Source: an optimization exercise on an open RTL-to-GDS flow (aim: small area). Production flows keep margins and buffers that such runs may drop.
In this exercise RTL edits were held to simulation tests only and were not proved equivalent to the original.
Power and IR drop assume default switching activity.

==> v32 <==
==> flow/design.v <==
module pdm_xcorr_lag_scan #(
  parameter int MAX_LENGTH   = 256,
  parameter int MAX_LAG      = 4,
  parameter int RESULT_EVERY = 64,
  localparam int CW          = $clog2(MAX_LENGTH + 1),
  localparam int LAGW        = $clog2(MAX_LAG + 1) + 1
) (
  input  logic                   clk,
  input  logic                   rst,
  input  logic                   in_valid,
  input  logic                   data_1,
  input  logic                   data_2,
  input  logic [CW-1:0]          length,
  output logic                   primed,
  output logic                   out_valid,
  output logic signed [LAGW-1:0] best_lag,
  output logic [CW-1:0]          best_corr,
  output logic                   overrun
);
  localparam int NUM_LAGS = 2 * MAX_LAG + 1;    
  localparam int HA       = MAX_LENGTH + MAX_LAG;  
  localparam int HB       = MAX_LENGTH;            
  logic [7:0] leff8;
  logic [8:0] leff9;
  logic [7:0] q_reg;
  logic       restart;
  always_comb begin
    if (length[8])
      leff8 = 8'd0;
    else if (length[7:1] == 7'd0)
      leff8 = 8'd2;
    else
      leff8 = length[7:0];
  end
  assign leff9 = {length[8], leff8};
  always_ff @(posedge clk)
    q_reg <= leff8;
  assign restart = rst || (leff8 != q_reg);
  wire accept = in_valid && !restart;
  logic [8:0] rem_reg;
  wire        rem_hi  = &rem_reg[8:3];              
  wire        full_b  = rem_hi || (rem_reg == 9'd0);  
  wire        full_a  = rem_hi && (rem_reg[2:0] <= 3'd4);  
  wire        primed_w = rem_hi && (rem_reg[2:0] == 3'd0);
  always_ff @(posedge clk) begin
    if (restart)
      rem_reg <= leff9;
    else if (in_valid && !primed_w)
      rem_reg <= rem_reg - 9'd1;
  end
  logic [HA-1:0] h1_reg;
  logic [HB-1:0] h2_reg;
  always_ff @(posedge clk) begin
    if (restart) begin
      h1_reg[3:0] <= '0;
      h2_reg[7:0] <= '0;
    end else if (in_valid) begin
      h1_reg[3:0] <= {h1_reg[2:0], data_1};
      h2_reg[7:0] <= {h2_reg[6:0], data_2};
    end
  end
  always_ff @(posedge clk) begin
    if (in_valid) begin
      h1_reg[HA-1:4] <= h1_reg[HA-2:3];
      h2_reg[HB-1:8] <= h2_reg[HB-2:7];
    end
  end
  logic [255:0] va;
  logic [255:0] vb;
  always_comb begin
    for (int v = 2; v < 256; v++) begin
      va[v] = h1_reg[v+3];
      vb[v] = h2_reg[v-1];
    end
    va[0] = h1_reg[259];
    vb[0] = h2_reg[255];
    va[1] = va[0];
    vb[1] = vb[0];
  end
  wire old_a  = va[q_reg] & full_a;
  wire old_b0 = vb[q_reg] & full_b;
  logic [7:0] tb_reg;
  always_ff @(posedge clk) begin
    if (restart)
      tb_reg <= '0;
    else if (in_valid)
      tb_reg <= {tb_reg[6:0], old_b0};
  end
  logic [8:0] old_b;    
  assign old_b = {tb_reg, old_b0};
  logic [8:0] new_b;    
  assign new_b = {h2_reg[7:0], data_2};
  logic [8:0] cnt_reg   [NUM_LAGS];
  logic [8:0] corr_next [NUM_LAGS];
  generate
    for (genvar gi = 0; gi < NUM_LAGS; gi++) begin : g_lag
      wire m_new = h1_reg[3] ^ new_b[8-gi];
      wire m_old = old_a ^ old_b[8-gi];
      assign corr_next[gi] = cnt_reg[gi] + {8'd0, m_new} - {8'd0, m_old};
      always_ff @(posedge clk) begin
        if (restart)
          cnt_reg[gi] <= '0;
        else if (in_valid)
          cnt_reg[gi] <= corr_next[gi];
      end
    end
  endgenerate
  logic [5:0] dec_reg;
  always_ff @(posedge clk) begin
    if (restart)
      dec_reg <= '0;
    else if (in_valid && primed_w)
      dec_reg <= dec_reg + 6'd1;
  end
  wire trigger = accept && primed_w && (&dec_reg);
  logic [8:0] v1 [4];
  logic [3:0] i1 [4];
  logic [8:0] v2 [2];
  logic [3:0] i2 [2];
  logic [8:0] v3, v4;
  logic [3:0] i3, i4;
  always_comb begin
    for (int p = 0; p < 4; p++) begin
      if (corr_next[2*p+1] < corr_next[2*p]) begin
        v1[p] = corr_next[2*p+1];
        i1[p] = 4'(2*p+1);
      end else begin
        v1[p] = corr_next[2*p];
        i1[p] = 4'(2*p);
      end
    end
    for (int p = 0; p < 2; p++) begin
      if (v1[2*p+1] < v1[2*p]) begin
        v2[p] = v1[2*p+1];
        i2[p] = i1[2*p+1];
      end else begin
        v2[p] = v1[2*p];
        i2[p] = i1[2*p];
      end
    end
    if (v2[1] < v2[0]) begin
      v3 = v2[1];
      i3 = i2[1];
    end else begin
      v3 = v2[0];
      i3 = i2[0];
    end
    if (corr_next[8] < v3) begin
      v4 = corr_next[8];
      i4 = 4'd8;
    end else begin
      v4 = v3;
      i4 = i3;
    end
  end
  logic [3:0]             k_reg;
  logic [8:0]             pend_val;
  logic signed [LAGW-1:0] pend_lag;
  logic signed [LAGW-1:0] best_lag_reg;
  logic [CW-1:0]          best_corr_reg;
  logic                   overrun_reg;
  wire                    idle = (k_reg == 4'd0);
  always_ff @(posedge clk) begin
    if (restart)
      k_reg <= 4'd0;
    else if (idle)
      k_reg <= trigger ? 4'd1 : 4'd0;
    else if (k_reg == 4'd10)
      k_reg <= 4'd0;
    else
      k_reg <= k_reg + 4'd1;
  end
  always_ff @(posedge clk) begin
    if (idle && trigger) begin
      pend_val <= v4;
      pend_lag <= LAGW'(i4 - 4'd4);
    end
  end
  always_ff @(posedge clk) begin
    if (rst) begin
      best_lag_reg  <= '0;
      best_corr_reg <= '0;
      overrun_reg   <= 1'b0;
    end else begin
      if (trigger && !idle)
        overrun_reg <= 1'b1;
      if (k_reg == 4'd9 && !restart) begin
        best_lag_reg  <= pend_lag;
        best_corr_reg <= pend_val;
      end
    end
  end
  assign primed    = primed_w;
  assign out_valid = (k_reg == 4'd10);
  assign overrun   = overrun_reg;
  assign best_lag  = best_lag_reg;
  assign best_corr = best_corr_reg;
endmodule
==> flow/run.sh <==
#!/bin/bash
# synth_recipe.tcl (not shown) runs the flow's synth.tcl, then flattens the netlist and writes it again
# the make line also repeats each setting of config.mk as NAME=value (left out here)
make -C /OpenROAD-flow-scripts/flow DESIGN_CONFIG=/design/flow/config.mk WORK_HOME=/design/flow/orfs CLKGATE_MAP_FILE= SYNTH_SCRIPT=/design/flow/synth_recipe.tcl finish
==> flow/config.mk <==
export PLATFORM = sky130hd
export DESIGN_NAME = pdm_xcorr_lag_scan
export DESIGN_NICKNAME = pdm_xcorr_lag_scan
export VERILOG_FILES = /design/flow/design.v
export SDC_FILE = /design/flow/constraint.sdc
export NUM_CORES = 4
export LEC_CHECK = 0
export CAP_MARGIN = 20
export CORE_MARGIN = 2
export CORE_UTILIZATION = 40
export SLEW_MARGIN = 20
==> flow/constraint.sdc <==
create_clock -name core_clock -period 10.0 [get_ports {clk}]
set_input_delay 2.0000 -clock core_clock [delete_from_list [all_inputs] [get_ports {clk}]]
set_output_delay 2.0000 -clock core_clock [all_outputs]
set_load 0.01 [all_outputs]
==> v30: changes against v32 <==
==> flow/design.v, changed modules only <==
module pdm_xcorr_lag_scan #(
  parameter int MAX_LENGTH   = 256,
  parameter int MAX_LAG      = 4,
  parameter int RESULT_EVERY = 64,
  localparam int CW          = $clog2(MAX_LENGTH + 1),
  localparam int LAGW        = $clog2(MAX_LAG + 1) + 1
) (
  input  logic                   clk,
  input  logic                   rst,
  input  logic                   in_valid,
  input  logic                   data_1,
  input  logic                   data_2,
  input  logic [CW-1:0]          length,
  output logic                   primed,
  output logic                   out_valid,
  output logic signed [LAGW-1:0] best_lag,
  output logic [CW-1:0]          best_corr,
  output logic                   overrun
);
  localparam int NUM_LAGS = 2 * MAX_LAG + 1;    
  logic [7:0] d_c;
  logic [7:0] d_reg;
  logic       restart;
  always_comb begin
    if (length[8])
      d_c = 8'd255;
    else if (length[7:1] == 7'd0)
      d_c = 8'd1;
    else
      d_c = length[7:0] - 8'd1;
  end
  always_ff @(posedge clk)
    d_reg <= d_c;
  assign restart = rst || (d_c != d_reg);
  wire accept = in_valid && !restart;
  logic [8:0] r_reg;
  logic       primed_reg;
  wire        full_b = primed_reg || r_reg[8];                      
  wire        full_a = primed_reg || (r_reg[8] && !(&r_reg[7:2]));  
  always_ff @(posedge clk) begin
    if (restart) begin
      r_reg      <= {1'b0, d_c};
      primed_reg <= 1'b0;
    end else if (in_valid) begin
      r_reg <= r_reg - 9'd1;
      if (r_reg == 9'h1F8)    
        primed_reg <= 1'b1;
    end
  end
  logic [4:0] fa_reg;    
  logic       fb_reg;    
  logic [6:0] bl_reg;    
  always_ff @(posedge clk) begin
    if (restart) begin
      fa_reg[3:0] <= '0;
      fb_reg      <= 1'b0;
      bl_reg      <= '0;
    end else if (in_valid) begin
      fa_reg[3:0] <= {fa_reg[2:0], data_1};
      fb_reg      <= data_2;
      bl_reg      <= {bl_reg[5:0], fb_reg};
    end
  end
  always_ff @(posedge clk)
    if (in_valid)
      fa_reg[4] <= fa_reg[3];
  logic [8:0] ya;    
  logic [8:0] yb;
  assign ya[8] = fa_reg[4];
  assign yb[8] = fb_reg;
  generate
    for (genvar k = 7; k >= 0; k--) begin : g_stage
      localparam int W = 1 << k;
      logic [W-1:0] sa_reg;
      logic [W-1:0] sb_reg;
      if (k == 7) begin : g_top
        logic [W-8:0] sbh_reg;
        always_ff @(posedge clk)
          if (in_valid) begin
            sa_reg  <= {sa_reg[W-2:0], ya[k+1]};
            sbh_reg <= {sbh_reg[W-9:0], bl_reg[6]};
          end
        assign sb_reg = {sbh_reg, bl_reg};
      end else if (W == 1) begin : g_one
        always_ff @(posedge clk)
          if (in_valid) begin
            sa_reg <= ya[k+1];
            sb_reg <= yb[k+1];
          end
      end else begin : g_mid
        always_ff @(posedge clk)
          if (in_valid) begin
            sa_reg <= {sa_reg[W-2:0], ya[k+1]};
            sb_reg <= {sb_reg[W-2:0], yb[k+1]};
          end
      end
      assign ya[k] = d_reg[k] ? sa_reg[W-1] : ya[k+1];
      assign yb[k] = d_reg[k] ? sb_reg[W-1] : yb[k+1];
    end
  endgenerate
  wire old_a  = ya[0] & full_a;
  wire old_b0 = yb[0] & full_b;
  logic [7:0] tb_reg;
  always_ff @(posedge clk) begin
    if (restart)
      tb_reg <= '0;
    else if (in_valid)
      tb_reg <= {tb_reg[6:0], old_b0};
  end
  logic [8:0] old_b;    
  assign old_b = {tb_reg, old_b0};
  logic [8:0] new_b;    
  assign new_b = {bl_reg, fb_reg, data_2};
  logic [8:0] cnt_reg [NUM_LAGS];
  generate
    for (genvar gi = 0; gi < NUM_LAGS; gi++) begin : g_lag
      wire        m_new = fa_reg[3] ^ new_b[8-gi];
      wire        m_old = old_a ^ old_b[8-gi];
      wire        step  = in_valid && (m_new ^ m_old);
      logic [8:0] tgl;
      always_comb begin
        tgl[0] = step;
        for (int i = 1; i < 9; i++)
          tgl[i] = tgl[i-1] && (cnt_reg[gi][i-1] ^ m_old);
      end
      always_ff @(posedge clk) begin
        if (restart)
          cnt_reg[gi] <= '0;
        else
          cnt_reg[gi] <= cnt_reg[gi] ^ tgl;
      end
    end
  endgenerate
  wire trigger = accept && primed_reg && (r_reg[5:0] == 6'd56);
  logic [8:0] min_val;
  logic [3:0] min_idx;
  always_comb begin
    logic [NUM_LAGS-1:0] alive;
    logic [NUM_LAGS-1:0] zero;
    alive = '1;
    for (int b = 8; b >= 0; b--) begin
      for (int i = 0; i < NUM_LAGS; i++)
        zero[i] = alive[i] && !cnt_reg[i][b];
      min_val[b] = ~|zero;
      if (|zero)
        alive = zero;
    end
    min_idx = 4'd8;
    for (int i = NUM_LAGS - 1; i >= 0; i--)
      if (alive[i])
        min_idx = 4'(i);
  end
  logic [3:0]             k_reg;
  logic [8:0]             pend_val;
  logic signed [LAGW-1:0] pend_lag;
  logic signed [LAGW-1:0] best_lag_reg;
  logic [CW-1:0]          best_corr_reg;
  logic                   overrun_reg;
  wire                    idle = (k_reg == 4'd0);
  always_ff @(posedge clk) begin
    if (restart)
      k_reg <= 4'd0;
    else if (idle)
      k_reg <= trigger ? 4'd1 : 4'd0;
    else if (k_reg == 4'd10)
      k_reg <= 4'd0;
    else
      k_reg <= k_reg + 4'd1;
  end
  always_ff @(posedge clk) begin
    if (k_reg == 4'd1) begin
      pend_val <= min_val;
      pend_lag <= LAGW'(min_idx - 4'd4);
    end
  end
  always_ff @(posedge clk) begin
    if (rst) begin
      best_lag_reg  <= '0;
      best_corr_reg <= '0;
      overrun_reg   <= 1'b0;
    end else begin
      if (trigger && !idle)
        overrun_reg <= 1'b1;
      if (k_reg == 4'd9 && !restart) begin
        best_lag_reg  <= pend_lag;
        best_corr_reg <= pend_val;
      end
    end
  end
  assign primed    = primed_reg;
  assign out_valid = (k_reg == 4'd10);
  assign overrun   = overrun_reg;
  assign best_lag  = best_lag_reg;
  assign best_corr = best_corr_reg;
endmodule
Settings changed: ABC_AREA set to 1, CORE_UTILIZATION 40 to 65.
==> notes <==
- Against v30, the sequential share of layout area of v32 is lower by 20 points.
- In v32 the cell count is larger than in v30, by about 46%.
- In v30 the flip-flop and latch count is lower than in v32, by 5.
- Synthesized cell count: v30 is lower than v32 (9.8%).
- In v30 the wire length is lower than in v32, by about 30%.
- v30 finished with timing, DRC and antenna clean. v32 produced a layout that fails on setup timing.
==> figures <==
| quantity | v32 | v30 |
|---|---|---|
| Area of the core region | 0.0761 mm2 | 0.0366 mm2 |
| Final period demand of the worst path | 12040 ps | 6340 ps |
| Clock network power share | 41.0% | 43.4% |
| CP max FO | 6 | 15 |
| Setup Fix Bufs, Post-CTS | 37 | 0 |
| Clock H-tree levels | 3 | 2 |
| Result of the run | finished with violations | complete, no violations |
| Layout check failures | setup timing | - |
| Post-layout nets | 2695 | 1981 |
| Core Rows | 101 | 70 |
| Crit path required time | 10350 ps | 10370 ps |
| Endpoint of the worst-slack reg-to-reg timing path | pend_val[3] | pend_lag[1] |

-- what the ideal ports hide --
The results above use ideal ports. As a check the final layouts listed here were re-extracted and re-timed, cells and wires unchanged.
Step 1 (the two cells are an assumption about what drives the block):
set clk [get_ports {clk}]
set_driving_cell -lib_cell sky130_fd_sc_hd__clkbuf_16 $clk
set_driving_cell -lib_cell sky130_fd_sc_hd__buf_2 [delete_from_list [all_inputs] $clk]
Step 2 also shifts input and output timing later by t, the mid clock arrival at the registers, as if the neighbouring blocks saw the same clock.
a / b / c = ideal ports / drivers / drivers and shift; a / b = the first two.
| run | t, ns | setup WS [ns] | worst hold slack (ns) | clock arrival spread, ns | slew at the worst register clock pin (ns) |
|---|---|---|---|---|---|
| v32 | 0.664 | -2.045 / -2.045 / -2.045 | 0.421 / 0.421 / 0.421 | 0.028 / 0.028 | 0.07 / 0.07 |
| v30 | 0.675 | 3.660 / 3.660 / 3.596 | 0.400 / 0.400 / 0.400 | 0.026 / 0.025 | 0.08 / 0.08 |
The setup slack of v30, which loses most, moves by 0.000 ns with the drivers and by -0.064 ns with both steps.
